From an optimization exercise on the open Yosys and OpenROAD flow, aimed at small area; shortcuts taken in it are not production practice.
RTL that was checked went through simulation tests only; none was proved equivalent to the original.
No activity file was given, so power comes from the tool's default toggle rates.

// fire_seek_mode_sequencer
module fire_seek_mode_sequencer (
    input  logic        i_clk,
    input  logic        i_rst_n,
    input  logic        i_in_valid,
    output logic        i_in_ready,
    input  logic        i_in_operation,
    input  logic [9:0]  i_in_distance_cm,
    input  logic [31:0] i_in_now_tick,
    input  logic [1:0]  i_in_random_pick,
    input  logic        i_cfg_valid,
    output logic        i_cfg_ready,
    input  logic [2:0]  i_cfg_index,
    input  logic [15:0] i_cfg_data,
    output logic        o_out_valid,
    input  logic        o_out_ready,
    output logic [7:0]  o_out_servo_angle,
    output logic [2:0]  o_out_motion,
    output logic        o_out_fan_on,
    output logic [2:0]  o_out_mode,
    output logic        o_out_fire_seen,
    output logic        o_out_fire_near
);
    logic [9:0]  r_detect_limit;
    logic [9:0]  r_stop_limit;
    logic [15:0] r_patrol_period;
    logic [15:0] r_fan_max;
    logic [15:0] r_pause_len;
    logic [15:0] r_turn_len;
    logic [7:0]  r_right_sector;
    logic [7:0]  r_left_sector;
    logic        r_out_valid;
    logic        in_acc;
    assign i_in_ready  = !r_out_valid || o_out_ready;
    assign in_acc      = i_in_valid && i_in_ready;
    assign i_cfg_ready = 1'b1;
    logic [15:0] d_lo, d_hi;
    logic [7:0]  cfg_we;
    assign d_lo = i_cfg_data & {16{i_rst_n}};
  ...
For scale: about 190 flip-flops, about 0.011 mm^2 of cells after synthesis.
==> flow/config.mk <==
export PLATFORM = sky130hd
export DESIGN_NAME = fire_seek_mode_sequencer
export DESIGN_NICKNAME = fire_seek_mode_sequencer
export VERILOG_FILES = /design/flow/design.v
export SDC_FILE = /design/flow/constraint.sdc
export NUM_CORES = 4
export LEC_CHECK = 0
export ABC_AREA = 1
export CAP_MARGIN = 20
export CORE_MARGIN = 2
export CORE_UTILIZATION = 40
export SLEW_MARGIN = 20
==> flow/constraint.sdc <==
create_clock -name core_clock -period 10.0 [get_ports {i_clk}]
set_input_delay 2.0000 -clock core_clock [delete_from_list [all_inputs] [get_ports {i_clk}]]
set_output_delay 2.0000 -clock core_clock [all_outputs]
set_load 0.01 [all_outputs]
standard.sh (not shown) runs the stock make flow with config.mk's settings and CLKGATE_MAP_FILE= SYNTH_SCRIPT=/design/flow/synth_recipe.tcl, a recipe that flattens the netlist after the stock synthesis.
==> flow/flow/run.sh <==
#!/bin/bash
# Layout flow: the standard flow (standard synthesis unchanged), with two changes:
#  - ports are buffered with the smallest buffer instead of the default delay-buffer choice
#  - the clock tree uses clkbuf_8 buffers and no dummy load cells
# Each tool's full output stays in orfs/logs/ (ORFS writes one log per step), and the
# make output goes to flow.log in this folder.
set -uo pipefail
export BUFFER_PORTS_ARGS="-buffer_cell sky130_fd_sc_hd__buf_1"
export CTS_ARGS="-sink_clustering_enable -repair_clock_nets -buf_list sky130_fd_sc_hd__clkbuf_8 -dont_use_dummy_load"
bash standard.sh finish > flow.log 2>&1
rc=$?
tail -20 flow.log
exit $rc
Then changed:
- CORE_UTILIZATION: 40 -> 55
- GPL_TIMING_DRIVEN: not set -> 0
=> Design area goes up by 1.0%. Hold slack loses 13 ps. Critical path depth is unchanged. Register-to-register slack loses 220 ps. Die area goes down by 27%. Wire length goes up by 0.64%. Worst setup slack loses 220 ps.
Function was not checked in any run of this note: the RTL went through the layout flow alone.

fire_seek_mode_sequencer, a different RTL version from the one above (not shown whole).
For scale: ~990 cells after synthesis, ~190 flip-flops, roughly 89 I/O pins, roughly 10000 sq um of cells after synthesis.
clock: 10.0 ns
lec_check: 0
abc_area: 1
cap_margin: 20
core_margin: 2
core_utilization: 50
place_density: 0.75
slew_margin: 20
Scripts as last shown in full above: flow/flow/run.sh
The starting point passed the timing, DRC and antenna checks.
Edit:
--- a/flow/flow/run.sh
+++ b/flow/flow/run.sh
@@ -9 +9 @@
-export CTS_ARGS="-sink_clustering_enable -repair_clock_nets -buf_list sky130_fd_sc_hd__clkbuf_8 -dont_use_dummy_load"
+export CTS_ARGS="-sink_clustering_enable -repair_clock_nets -buf_list sky130_fd_sc_hd__clkbuf_8 -dont_use_dummy_load -sink_clustering_size 40 -sink_clustering_levels 1 -sink_buffer_max_cap_derate 1.0"
CORE_UTILIZATION = 40   (was 50)
PLACE_DENSITY = not set   (was 0.75)
What happened:
- wire length increases by a few percent
- critical path depth goes up by 10
- hold slack barely changes
- design area came out higher slightly
- setup slack loses 0.032 ns
- flip-flop and latch count is unchanged
- final cell count came out higher by a few percent
- sequential share of layout area fell by 0.32 points
- non-clock buffer count falls by 1
- first-iteration DRC count increases by a few percent
- via count drops by a few percent
Edit:
--- a/flow/flow/run.sh
+++ b/flow/flow/run.sh
@@ -9 +9 @@
-export CTS_ARGS="-sink_clustering_enable -repair_clock_nets -buf_list sky130_fd_sc_hd__clkbuf_8 -dont_use_dummy_load -sink_clustering_size 40 -sink_clustering_levels 1 -sink_buffer_max_cap_derate 1.0"
+export CTS_ARGS="-sink_clustering_enable -repair_clock_nets -buf_list sky130_fd_sc_hd__clkbuf_8 -dont_use_dummy_load"
CORE_UTILIZATION = 60   (was 40)
=> The new run finished with timing, DRC and antenna clean; power hardly moves; sequential power barely changes; worst hold slack got worse by 0.0054 ns; worst setup slack improved by 0.066 ns; via count came out higher by 0.67%; combinational power goes up by about 0.9%; clock skew came out higher by 0.016 ns; synthesized area stays the same; final area went down by 1.4%; clock-buffer cell count is unchanged; cell count goes down by 7.9%.
Edit:
--- a/flow/flow/run.sh
+++ b/flow/flow/run.sh
@@ -9 +9 @@
-export CTS_ARGS="-sink_clustering_enable -repair_clock_nets -buf_list sky130_fd_sc_hd__clkbuf_8 -dont_use_dummy_load"
+export CTS_ARGS="-repair_clock_nets -buf_list sky130_fd_sc_hd__clkbuf_8 -dont_use_dummy_load"
CORE_UTILIZATION = 40   (was 60)
Wire length increases by about 4%.
Via count decreases by 0.67%.
Design area increases by about 1.4%.
Die area increases by 48%.
Setup slack is worse by 0.066 ns.
Hold slack is better by 0.0054 ns.
Synthesized area is unchanged.

## separate check: timing with driven ports
How much do the figures lean on ideal ports? The routed layouts below were timed once more, with nothing changed but the port constraints.
Step 1 (the two cells are an assumption about what drives the block):
set clk [get_ports {i_clk}]
set_driving_cell -lib_cell sky130_fd_sc_hd__clkbuf_16 $clk
set_driving_cell -lib_cell sky130_fd_sc_hd__buf_2 [delete_from_list [all_inputs] $clk]
Step 2 adds t to the input delays and takes it off the output delays; t is the mean of the earliest and latest rising clock arrival at the registers after step 1. Input paths then give back, and output paths get back, about the clock's delay inside the block.
Three values: no drivers, after step 1, after step 2; two values: the first two.
run	t, ns	setup slack, ns	worst slew at a driven data input, ns
the first run of note 1	0.482	0.717 / 0.717 / 0.362	0.08
the second run of note 1	0.488	0.497 / 0.497 / 0.229	0.06
the first run of note 2	0.500	1.804 / 1.804 / 1.721	0.07
the second run of note 2	0.493	1.772 / 1.772 / 1.746	0.07
the third run of note 2	0.498	1.839 / 1.839 / 1.755	0.06
the fourth run of note 2	0.493	1.772 / 1.772 / 1.746	0.07
After both steps setup and hold are still met in every run listed. The setup slack of the first run of note 1, which loses most, moves by 0.000 ns with the drivers and by -0.355 ns with both steps.
